From an optimization exercise on the open Yosys and OpenROAD flow, aimed at small area; shortcuts taken in it are not production practice.
Only simulation tests tie the RTL to the original design; equivalence was not proved.

==> inputs of lagoon <==
==> flow/design.v <==
package dmem_pkg;
  localparam logic [2:0] F3_B  = 3'b000;
  localparam logic [2:0] F3_H  = 3'b001;
  localparam logic [2:0] F3_W  = 3'b010;
  localparam logic [2:0] F3_BU = 3'b100;
  localparam logic [2:0] F3_HU = 3'b101;
  typedef enum logic {
    CLEAR,
    READY
  } dmem_state_t;
endpackage
module dmem_bit_next
(
  input  logic q,
  input  logic wr,
  input  logic col_n,
  input  logic hold,
  output logic d
);
  assign d = ~((q | wr) & (col_n | hold));
endmodule
module dmem_rd_pair
(
  input  logic q0,
  input  logic sel0_n,
  input  logic q1,
  input  logic sel1_n,
  output logic y
);
  assign y = ~((q0 | sel0_n) & (q1 | sel1_n));
endmodule
module dmem_rd_col
#(
  parameter int unsigned DEPTH = 64
) (
  input  logic [DEPTH-1:0] q,
  input  logic [DEPTH-1:0] sel_n,
  output logic             y_n
);
  logic [DEPTH/2-1:0] p;
  for (genvar k = 0; k < DEPTH/2; k++) begin : g_pair
    dmem_rd_pair u_pair (
      .q0     (q[2*k]),
      .sel0_n (sel_n[2*k]),
      .q1     (q[2*k+1]),
      .sel1_n (sel_n[2*k+1]),
      .y      (p[k])
    );
  end
  assign y_n = |p;
endmodule
module byte_data_memory
#(
  parameter int unsigned DEPTH          = 64,
  parameter bit          CLEAR_ON_RESET = 1'b1
) (
  input  logic        clk,
  input  logic        reset,
  input  logic        req_valid,
  output logic        req_ready,
  input  logic        req_we,
  input  logic [2:0]  req_funct3,
  input  logic [31:0] req_addr,
  input  logic [31:0] req_wdata,
  output logic        rsp_valid,
  output logic [31:0] rsp_rdata,
  output logic        rsp_err,
  output logic        clear_busy
);
  localparam int unsigned AW = $clog2(DEPTH);
  logic [32*DEPTH-1:0]   mem_q;
  dmem_pkg::dmem_state_t state;
  logic [AW-1:0] sweep_cnt;
  logic          phase;
  logic          clearing;
  logic          sweep_sel;
  logic [AW-1:0] idx;
  logic          out_of_range;
  logic          misaligned;
  logic          illegal;
  logic          err;
  logic          accept;
  logic [3:0]    be;
  logic [31:0]   wdata_lane;
  logic [31:0]   rword;
  logic          rload_q;
  logic [31:0]   rcol_q;
  logic [2:0]    rf3_q;
  logic [1:0]    rlo_q;
  assign clearing   = (state == dmem_pkg::CLEAR);
  assign req_ready  = (state == dmem_pkg::READY);
  assign clear_busy = clearing;
  assign phase      = sweep_cnt[0];
  assign accept     = req_valid && req_ready;
  assign idx          = req_addr[2 +: AW];
  assign out_of_range = |req_addr[31:2+AW];
  always_comb begin
    be         = '0;
    wdata_lane = '0;
    misaligned = 1'b0;
    illegal    = 1'b0;
    case (req_funct3)
      dmem_pkg::F3_B: begin
        be         = 4'b0001 << req_addr[1:0];
        wdata_lane = {4{req_wdata[7:0]}};
      end
      dmem_pkg::F3_H: begin
        misaligned = req_addr[0];
        be         = req_addr[1] ? 4'b1100 : 4'b0011;
        wdata_lane = {2{req_wdata[15:0]}};
      end
      dmem_pkg::F3_W: begin
        misaligned = |req_addr[1:0];
        be         = '1;
        wdata_lane = req_wdata;
      end
      dmem_pkg::F3_BU: begin
        illegal = req_we;
      end
      dmem_pkg::F3_HU: begin
        illegal    = req_we;
        misaligned = req_addr[0];
      end
      default: illegal = 1'b1;
    endcase
  end
  assign err = out_of_range || misaligned || illegal;
  always_ff @(posedge clk) begin
    if (reset) begin
      state     <= CLEAR_ON_RESET ? dmem_pkg::CLEAR : dmem_pkg::READY;
      sweep_cnt <= '0;
      sweep_sel <= CLEAR_ON_RESET;
      rsp_valid <= 1'b0;
      rsp_err   <= 1'b0;
      rload_q   <= 1'b0;
    end else begin
      if (clearing && sweep_cnt == AW'(DEPTH - 1)) begin
        state     <= dmem_pkg::READY;
        sweep_sel <= 1'b0;
      end
      sweep_cnt <= sweep_cnt + 1'b1;
      rsp_valid <= accept;
      rsp_err   <= accept && err;
      rload_q   <= accept && !req_we && !err;
    end
  end
  logic [AW-1:0]    widx;
  logic [DEPTH-1:0] row_n;
  assign widx = sweep_sel ? sweep_cnt : idx;
  always_comb begin
    for (int r = 0; r < DEPTH; r++) row_n[r] = (widx != AW'(r));
  end
  logic [3:0]    lane_on;
  logic [31:0]   col_n;
  always_comb begin
    for (int l = 0; l < 4; l++) begin
      lane_on[l] = clearing || (accept && req_we && !err && be[l]);
      for (int b = 8*l; b < 8*l + 8; b++) begin
        col_n[b] = lane_on[l] ? ((!clearing && wdata_lane[b]) ^ phase) : 1'b1;
      end
    end
  end
  logic [32*DEPTH-1:0] mem_d;
  for (genvar r = 0; r < DEPTH; r++) begin : g_row
    logic [3:0] wr;
    assign wr = {4{!row_n[r]}} & lane_on;
    for (genvar b = 0; b < 32; b++) begin : g_bit
      dmem_bit_next u_next (
        .q     (mem_q[32*r + b]),
        .wr    (wr[b/8]),
        .col_n (col_n[b]),
        .hold  (row_n[r]),
        .d     (mem_d[32*r + b])
      );
    end
  end
  always_ff @(posedge clk) begin
    mem_q <= mem_d;
  end
  logic [31:0]      rcol_n;
  for (genvar b = 0; b < 32; b++) begin : g_col
    logic [DEPTH-1:0] q;
    for (genvar r = 0; r < DEPTH; r++) begin : g_q
      assign q[r] = mem_q[32*r + b];
    end
    dmem_rd_col #(.DEPTH(DEPTH)) u_col (
      .q     (q),
      .sel_n (row_n),
      .y_n   (rcol_n[b])
    );
  end
  always_ff @(posedge clk) begin
    rcol_q <= rcol_n;
    rf3_q  <= req_funct3;
    rlo_q  <= req_addr[1:0];
  end
  assign rword = (rcol_q ^ {32{phase}}) & {32{rload_q}};
  always_comb begin
    logic [7:0]  rbyte;
    logic [15:0] rhalf;
    logic        rsign;
    rbyte = rword[{rlo_q, 3'b000} +: 8];
    rhalf = rword[{rlo_q[1], 4'b0000} +: 16];
    rsign = !rf3_q[2] && (rf3_q[0] ? rhalf[15] : rbyte[7]);
    if (rf3_q[1])      rsp_rdata = rword;
    else if (rf3_q[0]) rsp_rdata = {{16{rsign}}, rhalf};
    else               rsp_rdata = {{24{rsign}}, rbyte};
  end
endmodule
==> flow/flow/run.sh <==
#!/bin/bash
# Own layout flow: the standard ORFS flow, standard synthesis unchanged.
# Changes from the standard layout:
#  - ports are buffered with plain buf_1 cells (the default pick is a
#    clkdlybuf4s50 delay cell, which is slow and twice the area; the
#    resizer can still upsize a plain buffer where timing needs it);
#  - clock tree synthesis adds no dummy balancing loads, and builds the
#    tree from clkbuf_8 cells in clusters of at most 16 sinks;
#  - the design repair after placement may not use buf_12/buf_16
#    (small_bufs.tcl).
# The full make output goes to standard_flow.log; each ORFS step keeps its
# own log under orfs/logs/.
set -euo pipefail
cd "$(dirname "$0")/.."
here=$(pwd)
bash standard.sh finish \
  "BUFFER_PORTS_ARGS=-buffer_cell sky130_fd_sc_hd__buf_1" \
  "CTS_ARGS=-sink_clustering_enable -repair_clock_nets -dont_use_dummy_load -sink_clustering_size 16 -sink_clustering_max_diameter 60 -buf_list sky130_fd_sc_hd__clkbuf_8" \
  "PRE_RESIZE_TCL=$here/flow/small_bufs.tcl" \
  > standard_flow.log 2>&1
==> flow/flow/small_bufs.tcl <==
# Keep design repair from using the largest buffers (buf_12, buf_16); it
# then buffers long, high-fanout nets with smaller buffers instead.
set_dont_use {sky130_fd_sc_hd__buf_12 sky130_fd_sc_hd__buf_16}
==> flow/standard.sh <==
#!/bin/bash
# synth_recipe.tcl (not shown) runs the flow's synth.tcl, then flattens the netlist and writes it again
# the make line also repeats each setting of config.mk as NAME=value (left out here)
make -C /OpenROAD-flow-scripts/flow DESIGN_CONFIG=/design/flow/config.mk WORK_HOME=/design/flow/orfs CLKGATE_MAP_FILE= SYNTH_SCRIPT=/design/flow/synth_recipe.tcl "${@:-finish}"
==> flow/config.mk <==
export PLATFORM = sky130hd
export DESIGN_NAME = byte_data_memory
export DESIGN_NICKNAME = byte_data_memory
export VERILOG_FILES = /design/flow/design.v
export SDC_FILE = /design/flow/constraint.sdc
export NUM_CORES = 4
export LEC_CHECK = 0
export CAP_MARGIN = 10
export CORE_MARGIN = 2
export CORE_UTILIZATION = 40
export CTS_CLUSTER_DIAMETER = 60
export CTS_CLUSTER_SIZE = 16
export GPL_TIMING_DRIVEN = 0
export PLACE_DENSITY = 0.92
export SLEW_MARGIN = 10
export SYNTH_HIERARCHICAL = 1
==> flow/constraint.sdc <==
create_clock -name core_clock -period 5.0 [get_ports {clk}]
set_input_delay 1.0000 -clock core_clock [delete_from_list [all_inputs] [get_ports {clk}]]
set_output_delay 1.0000 -clock core_clock [all_outputs]
set_load 0.01 [all_outputs]
==> inputs of umber, as changes to lagoon <==
==> flow/run.sh (new file) <==
#!/bin/bash
# synth_recipe.tcl (not shown) runs the flow's synth.tcl, then flattens the netlist and writes it again
# the make line also repeats each setting of config.mk as NAME=value (left out here)
make -C /OpenROAD-flow-scripts/flow DESIGN_CONFIG=/design/flow/config.mk WORK_HOME=/design/flow/orfs CLKGATE_MAP_FILE= SYNTH_SCRIPT=/design/flow/synth_recipe.tcl finish
CAP_MARGIN = 20   (was 10)
CTS_CLUSTER_DIAMETER = 80   (was 60)
CTS_CLUSTER_SIZE = 24   (was 16)
PLACE_DENSITY = default   (was 0.92)
SLEW_MARGIN = 20   (was 10)
removed: flow/flow/run.sh
removed: flow/flow/small_bufs.tcl
removed: flow/standard.sh
==> notes.md <==
Of umber and lagoon, lagoon has the higher worst setup slack (gap 0.028 ns).
Between umber and lagoon, the lower via count is in umber (gap 6.6%, measured against lagoon).
Of umber and lagoon, umber has the higher global-route usage (gap 1.0 points).
In lagoon the non-clock buffer count is lower than in umber, by 63.
Against lagoon, the routed wire length of umber is larger by 2.2%.
Critical path depth is the same in umber and lagoon.
Of umber and lagoon, lagoon has the higher clock-buffer cell count (gap 38).
In sequential cell count, umber and lagoon do not differ.
Against umber, the register-to-register slack of lagoon is lower by 0.30 ns.

[port drivers added, routing unchanged]
Ports are ideal in the flow. The routed layouts listed here were re-timed in OpenROAD.
Step 1 sets driving cells, clkbuf_16 on the clock port and buf_2 on the other inputs (assumed; they add their load-dependent delay and slew).
Step 2 adds t to the input delays and takes it off the output delays; t is the mean of the earliest and latest rising clock arrival at the registers after step 1. Input paths then give back, and output paths get back, about the clock's delay inside the block.
Slacks: no drivers / after step 1 / after step 2; pairs: no drivers / after step 1.
| run | shift t [ns] | slack for setup (ns) | cell pins on the clock port's net |
|---|---|---|---|
| lagoon | 0.924 | 0.087 / 0.021 / -0.486 | 1 |
| umber | 0.835 | 0.059 / -0.035 / -0.526 | 1 |
With both steps, setup timing fails in lagoon and umber, where it was met with ideal ports. The setup slack of umber, which loses most, moves by -0.094 ns with the drivers and by -0.585 ns with both steps.
